This design comes from an exercise in tuning for small area on the open sky130 flow, not from production work.
Function was checked by simulation only, so behaviour that the tests miss may differ from the original.
Power and IR drop assume default switching activity.

==> run B: inputs <==
==> flow/design.v (excerpt) <==
module lpddr5_device_responder #(
  parameter int BANKS = BANK_NUMBER,
  parameter int ROW_W = ROW_PER_BANK_GROUP_ADDRESS_WIDTH,
  parameter int COL_W = COL_WIDTH,
  parameter int DW    = DATA_WIDTH,
  localparam int BW   = $clog2(BANKS)
) (
  input  logic             clk,
  input  logic             rst,
  input  logic             cmd_valid,
  input  logic [2:0]       cmd,
  input  logic [BW-1:0]    cmd_bank,
  input  logic [ROW_W-1:0] cmd_row,
  input  logic [COL_W-1:0] cmd_col,
  output logic             rd_valid,
  output logic [DW-1:0]    rd_data,
  output logic             err_valid,
  output logic [2:0]       err_code,
  output logic             ref_overdue
);
==> module lpddr5_bank_timer, before the edit <==
module lpddr5_bank_timer (
  input  logic       clk,
  input  logic       rst,
  input  logic       sel,     
  input  logic       act,     
  input  logic       pre,     
  input  logic       wr,      
  output logic [3:0] s
);
  logic f;
  assign f = s[0] ? (s[3] | s[2]) : (!s[3] && s[2]);
  always_ff @(posedge clk) begin
    if (rst) s <= 4'b0000;
    else begin
      s[3] <= s[2] | (sel & wr);
      s[2] <= s[1] | (sel & wr);
      s[1] <= s[0] & !(sel & wr);
      s[0] <= (f & !(sel & pre)) | (sel & (act | wr));
    end
  end
endmodule
==> module lpddr5_device_responder, before the edit <==
module lpddr5_device_responder #(
  parameter int BANKS = BANK_NUMBER,
  parameter int ROW_W = ROW_PER_BANK_GROUP_ADDRESS_WIDTH,
  parameter int COL_W = COL_WIDTH,
  parameter int DW    = DATA_WIDTH,
  localparam int BW   = $clog2(BANKS)
) (
  input  logic             clk,
  input  logic             rst,
  input  logic             cmd_valid,
  input  logic [2:0]       cmd,
  input  logic [BW-1:0]    cmd_bank,
  input  logic [ROW_W-1:0] cmd_row,
  input  logic [COL_W-1:0] cmd_col,
  output logic             rd_valid,
  output logic [DW-1:0]    rd_data,
  output logic             err_valid,
  output logic [2:0]       err_code,
  output logic             ref_overdue
);
  logic [3:0]       st [BANKS];
  logic [BANKS-1:0] sel, idle;
  logic [ROW_W-1:0] open_row [BANKS];
  logic [3:0] m;
  logic       m_act_ok, m_rw_ok, m_pre_ok, m_pre_eff, m_wr_load;
  assign m         = st[cmd_bank];
  assign m_act_ok  = (m == 4'b0000);
  assign m_pre_eff = (m == 4'b1111);
  assign m_pre_ok  = m_act_ok || m_pre_eff || m == 4'b1000 || m == 4'b1100 || m == 4'b1110;
  assign m_wr_load = m_pre_eff || m == 4'b0111 || m == 4'b1011 || m == 4'b1101 || m == 4'b0110;
  assign m_rw_ok   = m_wr_load || m == 4'b0011 || m == 4'b1001;
  logic [2:0] op;
  logic [2:0] err;
  logic       busy, go, all_idle;
  logic       act_go, rd_go, wr_go, pre_go, ref_go;
  assign op       = cmd;
  assign all_idle = &idle;
  always_comb begin
    err = ERR_NONE;
    if (cmd_valid) begin
      case (op)
        ACT:     if (!m_act_ok) err = ERR_ACT;
        RD:      if (!m_rw_ok)  err = ERR_RD;
        WR:      if (!m_rw_ok)  err = ERR_WR;
        PRE:     if (!m_pre_ok) err = ERR_PRE;
        REF:     if (!all_idle) err = ERR_REF;
        default: err = ERR_NONE;
      endcase
      if (busy && op != NOP && op != 3'd6 && op != 3'd7) err = ERR_BUSY;
    end
  end
  assign go     = cmd_valid && !busy;
  assign act_go = go && (op == ACT) && m_act_ok;
  assign rd_go  = go && (op == RD)  && m_rw_ok;
  assign wr_go  = go && (op == WR)  && m_wr_load;
  assign pre_go = go && (op == PRE) && m_pre_eff;
  assign ref_go = go && (op == REF) && all_idle;
  for (genvar b = 0; b < BANKS; b++) begin : g_bank
    assign sel[b]  = (cmd_bank == BW'(b));
    assign idle[b] = (st[b] == 4'b0000);
    lpddr5_bank_timer u_bank (
      .clk (clk),
      .rst (rst),
      .sel (sel[b]),
      .act (act_go),
      .pre (pre_go),
      .wr  (wr_go),
      .s   (st[b])
    );
    always_ff @(posedge clk) begin
      if (act_go && sel[b]) open_row[b] <= cmd_row;
    end
  end
  logic [T_CL-1:0]          pipe_v;
  logic [BW+COL_W-1:0]      pipe_d [T_CL];
  always_ff @(posedge clk) begin
    if (rst) pipe_v <= '0;
    else     pipe_v <= {pipe_v[T_CL-2:0], rd_go};
  end
  always_ff @(posedge clk) begin
    pipe_d[0] <= {cmd_bank, cmd_col};
    for (int i = 1; i < T_CL; i++) pipe_d[i] <= pipe_d[i-1];
  end
  logic [BW-1:0] out_bank;
  assign out_bank = pipe_d[T_CL-1][BW+COL_W-1:COL_W];
  assign rd_valid = pipe_v[T_CL-1];
  assign rd_data  = DW'({open_row[out_bank], pipe_d[T_CL-1]});
  logic [2:0] err_q;
  always_ff @(posedge clk) begin
    if (rst) err_q <= ERR_NONE;
    else     err_q <= err;
  end
  assign err_valid = (err_q != ERR_NONE);
  assign err_code  = err_q;
  logic [6:0] ref_age;
  logic       rfc_on;
  always_ff @(posedge clk) begin
    if (rst) begin
      ref_age <= '0;
      rfc_on  <= 1'b0;
    end else begin
      if (ref_go)                         ref_age <= '0;
      else if (ref_age != 7'(T_REFI + 1)) ref_age <= ref_age + 1'b1;
      if (ref_go)                         rfc_on <= 1'b1;
      else if (ref_age == 7'(T_RFC - 2))  rfc_on <= 1'b0;
    end
  end
  assign busy        = rfc_on;
  assign ref_overdue = (ref_age == 7'(T_REFI + 1));
endmodule
clock: 5.0 ns
lec_check: 0
abc_area: 1
cap_margin: 20
core_margin: 2
core_utilization: 70
slew_margin: 20
run.sh (not shown) runs the stock make flow with config.mk's settings and CLKGATE_MAP_FILE= SYNTH_SCRIPT=/design/flow/synth_recipe.tcl, a recipe that flattens the netlist after the stock synthesis.
==> run K (differences from run B) <==
--- a/flow/design.v
+++ b/flow/design.v
@@ -39,9 +39,11 @@
   input  logic       act,     
   input  logic       pre,     
   input  logic       wr,      
-  output logic [3:0] s
+  output logic [3:0] s,
+  output logic       idle     
 );
   logic f;
+  assign idle = (s == 4'b0000);
   assign f = s[0] ? (s[3] | s[2]) : (!s[3] && s[2]);
   always_ff @(posedge clk) begin
     if (rst) s <= 4'b0000;
@@ -52,6 +54,52 @@
       s[0] <= (f & !(sel & pre)) | (sel & (act | wr));
     end
   end
+endmodule
+module lpddr5_mux16 (
+  input  logic [15:0] sel,
+  input  logic [15:0] d,
+  output logic        y
+);
+  logic [5:0] n;
+  logic [1:0] h;
+  for (genvar g = 0; g < 5; g++) begin : g_aoi
+    lpddr5_aoi222 u_aoi (.a1(sel[3*g]), .a2(d[3*g]), .b1(sel[3*g+1]), .b2(d[3*g+1]),
+                         .c1(sel[3*g+2]), .c2(d[3*g+2]), .y(n[g]));
+  end
+  lpddr5_nand2 u_n2  (.a(sel[15]), .b(d[15]), .y(n[5]));
+  lpddr5_nand3 u_n3a (.a(n[0]), .b(n[1]), .c(n[2]), .y(h[0]));
+  lpddr5_nand3 u_n3b (.a(n[3]), .b(n[4]), .c(n[5]), .y(h[1]));
+  lpddr5_or2   u_or  (.a(h[0]), .b(h[1]), .y(y));
+endmodule
+module lpddr5_aoi222 (
+  input  logic a1, a2, b1, b2, c1, c2,
+  output logic y
+);
+  assign y = !((a1 && a2) || (b1 && b2) || (c1 && c2));
+endmodule
+module lpddr5_nand2 (
+  input  logic a, b,
+  output logic y
+);
+  assign y = !(a && b);
+endmodule
+module lpddr5_nand3 (
+  input  logic a, b, c,
+  output logic y
+);
+  assign y = !(a && b && c);
+endmodule
+module lpddr5_or2 (
+  input  logic a, b,
+  output logic y
+);
+  assign y = a || b;
+endmodule
+module lpddr5_and2 (
+  input  logic a, b,
+  output logic y
+);
+  assign y = a && b;
 endmodule
 import lpddr5_params::*;
 module lpddr5_device_responder #(
@@ -75,11 +123,17 @@
   output logic             ref_overdue
 );
   logic [3:0]       st [BANKS];
-  logic [BANKS-1:0] sel, idle;
+  logic [BANKS-1:0] sel, idle, row_en;
   logic [ROW_W-1:0] open_row [BANKS];
   logic [3:0] m;
   logic       m_act_ok, m_rw_ok, m_pre_ok, m_pre_eff, m_wr_load;
-  assign m         = st[cmd_bank];
+  for (genvar i = 0; i < 4; i++) begin : g_mmux
+    logic [BANKS-1:0] col;
+    for (genvar b = 0; b < BANKS; b++) begin : g_c
+      assign col[b] = st[b][i];
+    end
+    lpddr5_mux16 u_mux (.sel(sel), .d(col), .y(m[i]));
+  end
   assign m_act_ok  = (m == 4'b0000);
   assign m_pre_eff = (m == 4'b1111);
   assign m_pre_ok  = m_act_ok || m_pre_eff || m == 4'b1000 || m == 4'b1100 || m == 4'b1110;
@@ -113,7 +167,6 @@
   assign ref_go = go && (op == REF) && all_idle;
   for (genvar b = 0; b < BANKS; b++) begin : g_bank
     assign sel[b]  = (cmd_bank == BW'(b));
-    assign idle[b] = (st[b] == 4'b0000);
     lpddr5_bank_timer u_bank (
       .clk (clk),
       .rst (rst),
@@ -121,10 +174,12 @@
       .act (act_go),
       .pre (pre_go),
       .wr  (wr_go),
-      .s   (st[b])
+      .s   (st[b]),
+      .idle(idle[b])
     );
+    lpddr5_and2 u_en (.a(act_go), .b(sel[b]), .y(row_en[b]));
     always_ff @(posedge clk) begin
-      if (act_go && sel[b]) open_row[b] <= cmd_row;
+      if (row_en[b]) open_row[b] <= cmd_row;
     end
   end
   logic [T_CL-1:0]          pipe_v;
@@ -140,7 +195,24 @@
   logic [BW-1:0] out_bank;
   assign out_bank = pipe_d[T_CL-1][BW+COL_W-1:COL_W];
   assign rd_valid = pipe_v[T_CL-1];
-  assign rd_data  = DW'({open_row[out_bank], pipe_d[T_CL-1]});
+  logic [BANKS-1:0] out_sel;
+  logic [ROW_W-1:0] out_row;
+  logic [3:0] out_lo, out_hi;
+  for (genvar i = 0; i < 4; i++) begin : g_opre
+    assign out_lo[i] = (out_bank[1:0] == 2'(i));
+    assign out_hi[i] = (out_bank[3:2] == 2'(i));
+  end
+  for (genvar b = 0; b < BANKS; b++) begin : g_osel
+    lpddr5_and2 u_osel (.a(out_hi[b/4]), .b(out_lo[b%4]), .y(out_sel[b]));
+  end
+  for (genvar i = 0; i < ROW_W; i++) begin : g_rmux
+    logic [BANKS-1:0] col;
+    for (genvar b = 0; b < BANKS; b++) begin : g_c
+      assign col[b] = open_row[b][i];
+    end
+    lpddr5_mux16 u_mux (.sel(out_sel), .d(col), .y(out_row[i]));
+  end
+  assign rd_data  = DW'({out_row, pipe_d[T_CL-1]});
   logic [2:0] err_q;
   always_ff @(posedge clk) begin
     if (rst) err_q <= ERR_NONE;
@@ -148,19 +220,18 @@
   end
   assign err_valid = (err_q != ERR_NONE);
   assign err_code  = err_q;
-  logic [6:0] ref_age;
-  logic       rfc_on;
-  always_ff @(posedge clk) begin
-    if (rst) begin
-      ref_age <= '0;
-      rfc_on  <= 1'b0;
-    end else begin
-      if (ref_go)                         ref_age <= '0;
-      else if (ref_age != 7'(T_REFI + 1)) ref_age <= ref_age + 1'b1;
-      if (ref_go)                         rfc_on <= 1'b1;
-      else if (ref_age == 7'(T_RFC - 2))  rfc_on <= 1'b0;
-    end
+  logic [6:0] rf;
+  logic       rf_fb, rfc_on;
+  assign rf_fb = (rf[6] ^ rf[5]) & (rf[0] | rf[2] | rf[3] | rf[4] | rf[5]);
+  always_ff @(posedge clk) begin
+    if (rst || ref_go) rf <= 7'b1100100;
+    else               rf <= {rf[5:0], rf_fb};
+  end
+  always_ff @(posedge clk) begin
+    if (rst)                           rfc_on <= 1'b0;
+    else if (ref_go)                   rfc_on <= 1'b1;
+    else if (rf[1] && rf[4] && rf[6])  rfc_on <= 1'b0;
   end
   assign busy        = rfc_on;
-  assign ref_overdue = (ref_age == 7'(T_REFI + 1));
-endmodule
+  assign ref_overdue = !(rf[0] || rf[1] || rf[2] || rf[3] || rf[6]);
+endmodule
==> flow/flow/run.sh (new file) <==
#!/bin/bash
# Own layout flow: the standard ORFS flow (standard.sh), with two changes:
#  - input/output ports are buffered with buf_1 instead of the delay buffer
#    buffer_ports picks by default;
#  - clock tree synthesis inserts no dummy loads;
#  - timing-driven global placement does not keep the buffers its trial
#    repairs insert (the later repair steps still fix slew, load and timing).
# Everything else (synthesis, floorplan, power grid, taps, placement, routing)
# is the standard flow. Each tool's output goes to the logs under orfs/logs;
# the whole run's output is kept in flow_run.log.
set -euo pipefail
export BUFFER_PORTS_ARGS="-buffer_cell sky130_fd_sc_hd__buf_1"
export CTS_ARGS="-sink_clustering_enable -repair_clock_nets -dont_use_dummy_load -buf_list sky130_fd_sc_hd__clkbuf_4 -sink_clustering_size 10 -sink_clustering_max_diameter 45"
export GPL_KEEP_OVERFLOW=0
bash standard.sh finish > flow_run.log 2>&1
==> flow/standard.sh (new file) <==
#!/bin/bash
# synth_recipe.tcl (not shown) runs the flow's synth.tcl, then flattens the netlist and writes it again
# the make line also repeats each setting of config.mk as NAME=value (left out here)
make -C /OpenROAD-flow-scripts/flow DESIGN_CONFIG=/design/flow/config.mk WORK_HOME=/design/flow/orfs CLKGATE_MAP_FILE= SYNTH_SCRIPT=/design/flow/synth_recipe.tcl "${@:-finish}"
ABC_AREA = not set   (was 1)
ABC_CLOCK_PERIOD_IN_PS = 100000   (was not set)
CAP_MARGIN = 5   (was 20)
CORE_UTILIZATION = 60   (was 70)
CTS_BUF_LIST = sky130_fd_sc_hd__clkbuf_8   (was not set)
CTS_CLUSTER_DIAMETER = 50   (was not set)
CTS_CLUSTER_SIZE = 16   (was not set)
SLEW_MARGIN = 5   (was 20)
SYNTH_HIERARCHICAL = 1   (was not set)
removed: flow/run.sh
==> run D (differences from run B) <==
CTS_BUF_LIST = sky130_fd_sc_hd__clkbuf_8   (was not set)
CTS_CLUSTER_DIAMETER = 50   (was not set)
CTS_CLUSTER_SIZE = 16   (was not set)
==> run E (differences from run B) <==
--- a/flow/design.v
+++ b/flow/design.v
@@ -53,6 +53,46 @@
     end
   end
 endmodule
+module lpddr5_mux16 (
+  input  logic [15:0] sel,
+  input  logic [15:0] d,
+  output logic        y
+);
+  logic [5:0] n;
+  logic [1:0] h;
+  for (genvar g = 0; g < 5; g++) begin : g_aoi
+    lpddr5_aoi222 u_aoi (.a1(sel[3*g]), .a2(d[3*g]), .b1(sel[3*g+1]), .b2(d[3*g+1]),
+                         .c1(sel[3*g+2]), .c2(d[3*g+2]), .y(n[g]));
+  end
+  lpddr5_nand2 u_n2  (.a(sel[15]), .b(d[15]), .y(n[5]));
+  lpddr5_nand3 u_n3a (.a(n[0]), .b(n[1]), .c(n[2]), .y(h[0]));
+  lpddr5_nand3 u_n3b (.a(n[3]), .b(n[4]), .c(n[5]), .y(h[1]));
+  lpddr5_or2   u_or  (.a(h[0]), .b(h[1]), .y(y));
+endmodule
+module lpddr5_aoi222 (
+  input  logic a1, a2, b1, b2, c1, c2,
+  output logic y
+);
+  assign y = !((a1 && a2) || (b1 && b2) || (c1 && c2));
+endmodule
+module lpddr5_nand2 (
+  input  logic a, b,
+  output logic y
+);
+  assign y = !(a && b);
+endmodule
+module lpddr5_nand3 (
+  input  logic a, b, c,
+  output logic y
+);
+  assign y = !(a && b && c);
+endmodule
+module lpddr5_or2 (
+  input  logic a, b,
+  output logic y
+);
+  assign y = a || b;
+endmodule
 import lpddr5_params::*;
 module lpddr5_device_responder #(
   parameter int BANKS = BANK_NUMBER,
@@ -79,7 +119,13 @@
   logic [ROW_W-1:0] open_row [BANKS];
   logic [3:0] m;
   logic       m_act_ok, m_rw_ok, m_pre_ok, m_pre_eff, m_wr_load;
-  assign m         = st[cmd_bank];
+  for (genvar i = 0; i < 4; i++) begin : g_mmux
+    logic [BANKS-1:0] col;
+    for (genvar b = 0; b < BANKS; b++) begin : g_c
+      assign col[b] = st[b][i];
+    end
+    lpddr5_mux16 u_mux (.sel(sel), .d(col), .y(m[i]));
+  end
   assign m_act_ok  = (m == 4'b0000);
   assign m_pre_eff = (m == 4'b1111);
   assign m_pre_ok  = m_act_ok || m_pre_eff || m == 4'b1000 || m == 4'b1100 || m == 4'b1110;
@@ -140,7 +186,19 @@
   logic [BW-1:0] out_bank;
   assign out_bank = pipe_d[T_CL-1][BW+COL_W-1:COL_W];
   assign rd_valid = pipe_v[T_CL-1];
-  assign rd_data  = DW'({open_row[out_bank], pipe_d[T_CL-1]});
+  logic [BANKS-1:0] out_sel;
+  logic [ROW_W-1:0] out_row;
+  for (genvar b = 0; b < BANKS; b++) begin : g_osel
+    assign out_sel[b] = (out_bank == BW'(b));
+  end
+  for (genvar i = 0; i < ROW_W; i++) begin : g_rmux
+    logic [BANKS-1:0] col;
+    for (genvar b = 0; b < BANKS; b++) begin : g_c
+      assign col[b] = open_row[b][i];
+    end
+    lpddr5_mux16 u_mux (.sel(out_sel), .d(col), .y(out_row[i]));
+  end
+  assign rd_data  = DW'({out_row, pipe_d[T_CL-1]});
   logic [2:0] err_q;
   always_ff @(posedge clk) begin
     if (rst) err_q <= ERR_NONE;
ABC_AREA = not set   (was 1)
ABC_CLOCK_PERIOD_IN_PS = 100000   (was not set)
CTS_BUF_LIST = sky130_fd_sc_hd__clkbuf_8   (was not set)
CTS_CLUSTER_DIAMETER = 50   (was not set)
CTS_CLUSTER_SIZE = 16   (was not set)
SYNTH_HIERARCHICAL = 1   (was not set)
==> comparison table <==
Multiplexer area fraction after synthesis: run E 1.281%; run K 1.206%; run B 0%; run D 0%
Overall power after layout: run E 5615 uW; run K 4881 uW; run B 6382 uW; run D 5620 uW
GRT Resource Usage Total: run E 33.09%; run K 26.68%; run B 35.86%; run D 34.71%
CLK BUF: run E 38; run K 45; run B 49; run D 38
Switch share: run E 21.19%; run K 21.89%; run B 21.16%; run D 22.26%
Run status: run E finished clean; run K finished clean; run B finished clean; run D finished clean
Total vias in the final route: run E 9050; run K 8450; run B 10420; run D 10170
Setup crit end: run E rd_data[12]; run K open_row[6][9]$_DFFE_PP_; run B rd_data[16]; run D rd_data[18]
Worst voltage drop across the vdd grid: run E 0.2678 mV; run K 0.2403 mV; run B 0.3986 mV; run D 0.3089 mV
Hold WS: run E 0.3242 ns; run K 0.3191 ns; run B 0.3250 ns; run D 0.3328 ns
Share of final layout cell area taken by clock buffers and inverters: run E 4.934%; run K 2.365%; run B 7.245%; run D 4.727%
Worst-case headroom to the max-slew limit: run E 31.66%; run K 14.43%; run B 29.92%; run D 25.99%
Worst-Skew Late Latency: run E 0.55 ns; run K 0.67 ns; run B 0.52 ns; run D 0.56 ns
Combinational Power Share: run E 5.2%; run K 4.7%; run B 4.9%; run D 5.5%
CP Depth: run E 7; run K 11; run B 10; run D 10
Area of the die: run E 0.02024 sq mm; run K 0.02334 sq mm; run B 0.02153 sq mm; run D 0.02153 sq mm
Number of antenna violations at the first check in global routing: run E 1; run K 1; run B 0; run D 0
Number of buffer and inverter stages on the critical path: run E 2; run K 2; run B 4; run D 4
Library cell used as clock root buffer: run E sky130_fd_sc_hd__clkbuf_8; run K sky130_fd_sc_hd__clkbuf_4; run B sky130_fd_sc_hd__clkbuf_16; run D sky130_fd_sc_hd__clkbuf_8
Type of the setup path with the least slack: run E reg2out; run K in2reg; run B reg2out; run D reg2out

what the ideal ports hide:
No port has a modelled driver above. Below, the same layouts with a new extraction and two added sets of constraints. Step 1 assumes that a clkbuf_16 drives the clock port and a buf_2 every other input. Step 2 also shifts input and output timing later by t, the mid clock arrival at the registers, as if the neighbouring blocks saw the same clock. Three values: ideal, step 1, step 2; two values: the first two.
| run | t (ns) | setup WS [ns] | worst hold slack (ns) | clock arrival spread, ns | cell pins on the clock port's net |
|---|---|---|---|---|---|
| run B | 0.558 | 0.589 / 0.543 / 0.690 | 0.325 / 0.325 / 0.325 | 0.017 / 0.018 | 1 |
| run K | 0.688 | 0.336 / 0.355 / -0.333 | 0.319 / 0.319 / 0.319 | 0.048 / 0.048 | 1 |
| run D | 0.587 | 0.545 / 0.504 / 0.727 | 0.333 / 0.333 / 0.333 | 0.028 / 0.029 | 1 |
| run E | 0.581 | 0.532 / 0.488 / 0.043 | 0.324 / 0.324 / 0.324 | 0.023 / 0.023 | 1 |
With both steps, setup timing fails in run K, where it was met with ideal ports. For run K, which loses most, drivers alone change the setup slack by +0.019 ns; drivers and shift together by -0.669 ns.
